Source: an optimization exercise on an open RTL-to-GDS flow (aim: small area, a short achievable clock period and few clock cycles per item). Production flows keep margins and buffers that such runs may drop.
RTL that was checked went through simulation tests only; none was proved equivalent to the original.
Power is estimated from default activity; no workload was simulated.

==> flow/design.v <==
`default_nettype none
package conv_pkg;
	typedef logic [31:0] word_t;
	typedef logic [3:0]  kidx_t;
	typedef logic [1:0]  kpos_t;
	typedef logic [5:0]  waddr_t;
	localparam int KERNEL_N = 9;
	localparam int IFMAP_N  = 16;
	localparam int RESULT_N = 4;
	localparam waddr_t KERNEL_BASE = 6'h00;
	localparam waddr_t IFMAP_BASE  = 6'h10;
	localparam waddr_t CTRL_ADDR   = 6'h20;
	localparam waddr_t STATUS_ADDR = 6'h21;
	localparam waddr_t RESULT_BASE = 6'h28;
	typedef enum logic [1:0] {C_IDLE, C_SCAN, C_DONE} comp_state_e;
	typedef enum logic [1:0] {E_IDLE, E_WAIT_LIST, E_RUN, E_DONE} eng_state_e;
endpackage
`default_nettype wire
`default_nettype none
module sparse_conv_top #(
	parameter int MUL_TERMS = 3
) (
	input  logic             clk,
	input  logic             rst_n,
	input  logic             wb_cyc_i,
	input  logic             wb_stb_i,
	input  logic             wb_we_i,
	input  conv_pkg::waddr_t wb_adr_i,
	input  conv_pkg::word_t  wb_dat_i,
	output conv_pkg::word_t  wb_dat_o,
	output logic             wb_ack_o
);
	function automatic logic [4:0] gfac(input logic [31:0] p);
		logic [4:0] lo;
		lo = p[4:0];
		if (|p[31:5] || lo >= 5'd21)
			gfac = 5'd21;
		else if (lo[4] && !lo[0])
			gfac = lo - 5'd1;
		else
			gfac = lo;
	endfunction
	function automatic logic [3:0] popcnt9(input logic [8:0] v);
		popcnt9 = '0;
		for (int i = 0; i < 9; i++) popcnt9 = popcnt9 + {3'd0, v[i]};
	endfunction
	function automatic logic [8:0] booth(input logic [5:0] b);
		logic [6:0] x;
		x = {b, 1'b0};
		for (int j = 0; j < 3; j++) begin
			booth[3*j]   = x[2*j+1] ^ x[2*j];
			booth[3*j+1] = (x[2*j+2] & ~x[2*j+1] & ~x[2*j]) | (~x[2*j+2] & x[2*j+1] & x[2*j]);
			booth[3*j+2] = x[2*j+2] & ~(x[2*j+1] & x[2*j]);
		end
	endfunction
	logic        ack_q;
	logic        rv_q;     
	logic        wv_q;     
	logic        s2_q;     
	logic [5:0]  adr_q;
	logic [31:0] dat_q;
	logic        access;
	assign access   = wb_cyc_i & wb_stb_i & ~(rv_q | wv_q);
	assign wb_ack_o = ack_q;
	always_ff @(posedge clk or negedge rst_n) begin
		if (!rst_n) begin
			ack_q <= 1'b0;
			rv_q  <= 1'b0;
			wv_q  <= 1'b0;
			s2_q  <= 1'b0;
		end else begin
			ack_q <= access;
			rv_q  <= access & ~wb_we_i;
			wv_q  <= access & wb_we_i;
			s2_q  <= wv_q;
		end
	end
	always_ff @(posedge clk) begin
		if (access) begin
			adr_q <= wb_adr_i;
			dat_q <= wb_dat_i;
		end
	end
	logic [31:0] kmem [3][3];    
	logic [8:0]  knz;
	logic [4:0]  gmem [4][4];    
	logic ph;       
	logic col;
	assign col = ~ph;
	function automatic logic [3:0] tap_rc(input logic [3:0] t);
		case (t)
			4'd0: tap_rc = {2'd0, 2'd0};
			4'd1: tap_rc = {2'd0, 2'd1};
			4'd2: tap_rc = {2'd0, 2'd2};
			4'd3: tap_rc = {2'd1, 2'd0};
			4'd4: tap_rc = {2'd1, 2'd1};
			4'd5: tap_rc = {2'd1, 2'd2};
			4'd6: tap_rc = {2'd2, 2'd0};
			4'd7: tap_rc = {2'd2, 2'd1};
			default: tap_rc = {2'd2, 2'd2};
		endcase
	endfunction
	function automatic logic is_kern(input logic [5:0] a);
		is_kern = (a[5:4] == 2'b00) && (a[3:0] < 4'd9);
	endfunction
	logic [5:0] adr_n;
	assign adr_n = access ? wb_adr_i : adr_q;
	logic [2:0] csel_q, rsel0_q, rsel1_q;
	always_ff @(posedge clk) begin
		logic [3:0] rc;
		logic [1:0] kc_n, pr_n, pc_n;
		logic [2:0] tc;
		rc   = tap_rc(adr_n[3:0]);
		pr_n = adr_n[3:2];
		pc_n = adr_n[1:0];
		tc   = {1'b0, pc_n} - {2'b00, ph};
		if (is_kern(adr_n)) begin
			csel_q  <= 3'b001 << rc[1:0];
			rsel0_q <= 3'b001 << rc[3:2];
		end else begin
			csel_q  <= tc[2] ? 3'b000 : 3'(3'b001 << tc[1:0]);
			rsel0_q <= 3'(3'b001 << pr_n);
		end
		rsel1_q <= 3'((4'b0001 << pr_n) >> 1);
	end
	logic wr, kern, pix, sw1;
	assign wr   = wv_q | s2_q;
	assign kern = wr && is_kern(adr_q);
	assign pix  = wr && (adr_q[5:4] == 2'b01);
	assign sw1  = wv_q && (adr_q == 6'h20) && dat_q[0];
	logic [3:0] idx;
	logic [1:0] kr, kc, pr, pc;
	assign idx      = adr_q[3:0];
	assign {kr, kc} = tap_rc(idx);
	assign pr       = idx[3:2];
	assign pc       = idx[1:0];
	logic [31:0] kcolv [3];
	logic [31:0] kread0, kread1;
	always_comb begin
		for (int r = 0; r < 3; r++) begin
			kcolv[r] = ({32{csel_q[0]}} & kmem[r][0])
			         | ({32{csel_q[1]}} & kmem[r][1])
			         | ({32{csel_q[2]}} & kmem[r][2]);
		end
		kread0 = ({32{rsel0_q[0]}} & kcolv[0]) | ({32{rsel0_q[1]}} & kcolv[1])
		       | ({32{rsel0_q[2]}} & kcolv[2]);
		kread1 = ({32{rsel1_q[0]}} & kcolv[0]) | ({32{rsel1_q[1]}} & kcolv[1])
		       | ({32{rsel1_q[2]}} & kcolv[2]);
	end
	logic [1:0] gcol, grow0;
	logic [4:0] gcolv [4];
	logic [4:0] g_a, g_b;
	assign gcol  = kern ? kc + 2'(col) : pc;
	assign grow0 = kern ? kr : pr;
	always_comb begin
		for (int r = 0; r < 4; r++) gcolv[r] = gmem[r][gcol];
	end
	assign g_a = gcolv[grow0];
	assign g_b = gcolv[kr + 2'd1];
	logic [2:0] tcol;
	logic       tcol_ok;
	assign tcol    = {1'b0, pc} - {2'b00, col};
	assign tcol_ok = (tcol[2] == 1'b0) && (tcol[1:0] != 2'd3);
	logic [4:0] g_new;
	logic [5:0] g_dlt;
	assign g_new = gfac(dat_q);
	assign g_dlt = {1'b0, g_new} - {1'b0, g_a};
	logic v0, v1;
	assign v0 = pix && pr != 2'd3 && tcol_ok;
	assign v1 = pix && pr != 2'd0 && tcol_ok;
	logic [31:0] a0_q, a1_q;     
	logic [8:0]  b0_q, b1_q;     
	logic [31:0] kdiff;
	assign kdiff = bk_add(dat_q, ~kread0, 1'b1);
	always_ff @(posedge clk) begin
		a0_q <= kern ? kdiff : kread0;
		a1_q <= kern ? kdiff : kread1;
	end
	always_ff @(posedge clk or negedge rst_n) begin
		if (!rst_n) begin
			b0_q <= '0;
			b1_q <= '0;
			ph   <= 1'b0;
			for (int r = 0; r < 4; r++)
				for (int c = 0; c < 4; c++) gmem[r][c] <= '0;
		end else begin
			ph <= ~ph;
			if (kern) begin
				b0_q <= booth({1'b0, g_a});
				b1_q <= booth({1'b0, g_b});
			end else begin
				b0_q <= v0 ? booth(g_dlt) : 9'd0;
				b1_q <= v1 ? booth(g_dlt) : 9'd0;
			end
			if (pix && s2_q) gmem[pr][pc] <= g_new;
		end
	end
	always_ff @(posedge clk) begin
		if (kern && s2_q) begin
			kmem[kr][kc] <= dat_q;
			knz[idx]     <= |dat_q;
		end
	end
	function automatic logic [31:0] bk_add(input logic [31:0] x, input logic [31:0] y,
			input logic ci);
		logic [31:0] p, g, pp, gg;
		p     = x ^ y;
		g     = x & y;
		g[0]  = g[0] | (p[0] & ci);
		pp    = p;
		gg    = g;
		for (int l = 0; l < 5; l++)
			for (int i = 0; i < 32; i++)
				if ((i % (2 << l)) == ((2 << l) - 1)) begin
					gg[i] = gg[i] | (pp[i] & gg[i - (1 << l)]);
					pp[i] = pp[i] & pp[i - (1 << l)];
				end
		for (int l = 3; l >= 0; l--)
			for (int i = 0; i < 32; i++)
				if ((i % (2 << l)) == ((1 << l) - 1) && i >= (2 << l)) begin
					gg[i] = gg[i] | (pp[i] & gg[i - (1 << l)]);
					pp[i] = pp[i] & pp[i - (1 << l)];
				end
		bk_add = p ^ {gg[30:0], ci};
	endfunction
	function automatic logic [31:0] mac(input logic [31:0] acc,
			input logic [31:0] a, input logic [8:0] d);
		logic [31:0] p [3];
		logic [31:0] n;
		for (int j = 0; j < 3; j++) begin
			p[j] = ((a & {32{d[3*j]}}) | ((a << 1) & {32{d[3*j+1]}})) ^ {32{d[3*j+2]}};
		end
		n = {27'd0, d[8], 1'b0, d[5], 1'b0, d[2]};
		mac = acc + p[0] + (p[1] << 2) + (p[2] << 4) + n;
	endfunction
	logic        clr1_q, clr2_q;
	logic [31:0] r0a, r0b, r1a, r1b;
	always_ff @(posedge clk or negedge rst_n) begin
		if (!rst_n) begin
			clr1_q <= 1'b0;
			clr2_q <= 1'b0;
		end else begin
			clr1_q <= 1'b1;
			clr2_q <= clr1_q;
		end
	end
	always_ff @(posedge clk) begin
		r0a <= clr2_q ? r0b : '0;
		r0b <= mac(r0a, a0_q, b0_q);
		r1a <= clr2_q ? r1b : '0;
		r1b <= mac(r1a, a1_q, b1_q);
	end
	logic        done_q;
	logic        snap1_q, snap2_q;
	logic [3:0]  cnt_q;
	logic [31:0] h0a, h0b, h1a, h1b;
	logic        snap;
	assign snap = snap1_q | snap2_q;
	always_ff @(posedge clk or negedge rst_n) begin
		if (!rst_n) begin
			done_q  <= 1'b0;
			snap1_q <= 1'b0;
			snap2_q <= 1'b0;
			cnt_q   <= '0;
		end else begin
			snap1_q <= sw1;
			snap2_q <= snap1_q;
			if (sw1) begin
				done_q <= 1'b1;
				cnt_q  <= popcnt9(knz);
			end
		end
	end
	always_ff @(posedge clk) begin
		h0a <= h0b;
		h0b <= snap ? r0a : h0a;
		h1a <= h1b;
		h1b <= snap ? r1a : h1a;
	end
	logic [31:0] rd_q;
	logic [1:0]  rsel;
	assign rsel = {wb_adr_i[1], wb_adr_i[0] ^ ph};
	always_ff @(posedge clk) begin
		rd_q <= '0;
		if (wb_adr_i == 6'h21) begin
			rd_q[1]   <= done_q;
			rd_q[7:4] <= cnt_q;
		end else if (wb_adr_i[5:2] == 4'b1010 && done_q) begin
			case (rsel)
				2'd0: rd_q <= h0a;
				2'd1: rd_q <= h0b;
				2'd2: rd_q <= h1a;
				default: rd_q <= h1b;
			endcase
		end
	end
	assign wb_dat_o = rd_q;
endmodule
`default_nettype wire
clock: 22.0 ns
lec_check: 0
cap_margin: 5
cell_pad_in_sites_detail_placement: 1
cell_pad_in_sites_global_placement: 2
core_margin: 2
core_utilization: 40
cts_cluster_diameter: 80
cts_cluster_size: 20
place_density: 0.55
slew_margin: 5
standard.sh (not shown) runs the stock make flow with config.mk's settings and CLKGATE_MAP_FILE= SYNTH_SCRIPT=/design/flow/synth_recipe.tcl, a recipe that flattens the netlist after the stock synthesis.
==> flow/flow/run.sh <==
#!/bin/bash
# The standard layout (standard.sh: the standard flow's synthesis and ORFS flow), with
# repair_timing aiming for extra setup slack and free to resize cells across
# footprints, so the layout is optimised for a shorter achieved period. The
# clock period and the constraints are the design's.
set -euo pipefail
read -r -a EXTRA < flow/extra.txt
bash standard.sh "${EXTRA[@]}" finish > standard_flow.log 2>&1
==> flow/flow/extra.txt <==
SETUP_SLACK_MARGIN=16.5 MATCH_CELL_FOOTPRINT=0
Next try:
--- a/flow/design.v
+++ b/flow/design.v
@@ -52,27 +52,24 @@
 			booth[3*j+1] = (x[2*j+2] & ~x[2*j+1] & ~x[2*j]) | (~x[2*j+2] & x[2*j+1] & x[2*j]);
 			booth[3*j+2] = x[2*j+2] & ~(x[2*j+1] & x[2*j]);
 		end
 	endfunction
 	logic        ack_q;
-	logic        rv_q;     
 	logic        wv_q;     
 	logic        s2_q;     
 	logic [5:0]  adr_q;
 	logic [31:0] dat_q;
 	logic        access;
-	assign access   = wb_cyc_i & wb_stb_i & ~(rv_q | wv_q);
+	assign access   = wb_cyc_i & wb_stb_i & ~ack_q;
 	assign wb_ack_o = ack_q;
 	always_ff @(posedge clk or negedge rst_n) begin
 		if (!rst_n) begin
 			ack_q <= 1'b0;
-			rv_q  <= 1'b0;
 			wv_q  <= 1'b0;
 			s2_q  <= 1'b0;
 		end else begin
 			ack_q <= access;
-			rv_q  <= access & ~wb_we_i;
 			wv_q  <= access & wb_we_i;
 			s2_q  <= wv_q;
 		end
 	end
 	always_ff @(posedge clk) begin
@@ -231,26 +228,23 @@
 			p[j] = ((a & {32{d[3*j]}}) | ((a << 1) & {32{d[3*j+1]}})) ^ {32{d[3*j+2]}};
 		end
 		n = {27'd0, d[8], 1'b0, d[5], 1'b0, d[2]};
 		mac = acc + p[0] + (p[1] << 2) + (p[2] << 4) + n;
 	endfunction
-	logic        clr1_q, clr2_q;
 	logic [31:0] r0a, r0b, r1a, r1b;
 	always_ff @(posedge clk or negedge rst_n) begin
 		if (!rst_n) begin
-			clr1_q <= 1'b0;
-			clr2_q <= 1'b0;
-		end else begin
-			clr1_q <= 1'b1;
-			clr2_q <= clr1_q;
-		end
-	end
-	always_ff @(posedge clk) begin
-		r0a <= clr2_q ? r0b : '0;
-		r0b <= mac(r0a, a0_q, b0_q);
-		r1a <= clr2_q ? r1b : '0;
-		r1b <= mac(r1a, a1_q, b1_q);
+			r0a <= '0;
+			r0b <= '0;
+			r1a <= '0;
+			r1b <= '0;
+		end else begin
+			r0a <= r0b;
+			r0b <= mac(r0a, a0_q, b0_q);
+			r1a <= r1b;
+			r1b <= mac(r1a, a1_q, b1_q);
+		end
 	end
 	logic        done_q;
 	logic        snap1_q, snap2_q;
 	logic [3:0]  cnt_q;
 	logic [31:0] h0a, h0b, h1a, h1b;
Effect: Combinational power grows by 22%; cell area stays flat; global-route usage increases by 0.41 points; flip-flop and latch count is lower by 3; via count goes down by 1.6%; count of clock-buffer cells in the layout rises by 1; die area rose by 0.76%; sequential power came out higher by about 7%; setup slack gets worse by 0.016 ns; core utilization shrinks by 0.57 points; hold slack is about the same; clock skew goes up by 0.014 ns; wire length increases by 1.3%; clock power barely changes.
Testbench counts after the change, summed over its fixed seeds: cycles 18,588, items 384.
The RTL of the first run of this note was laid out without a check of its function.

static timing again, ports no longer ideal:
The flow's constraints put no driver on any port. The routed layouts listed below were extracted and timed again, unchanged, in two steps. Step 1, drivers: a clkbuf_16 drives clk and a buf_2 each remaining input, both assumed. Step 2, shift: input delay + t, output delay - t, t = (earliest + latest rising clock arrival at the registers) / 2. This alone moves slack from input paths to output paths. Slacks: ideal ports / drivers / drivers and shift; pairs: ideal ports / drivers.
run	t, ns	setup WS [ns]	hold WS [ns]	pins driven straight from the clock port
the first run	0.731	16.426 / 16.360 / 15.709	0.348 / 0.348 / 0.348	1
the second run	0.745	16.410 / 16.337 / 15.847	0.346 / 0.346 / 0.346	1
After both steps every run listed still meets setup and hold. For the first run, which loses most, drivers alone change the setup slack by -0.066 ns; drivers and shift together by -0.717 ns.
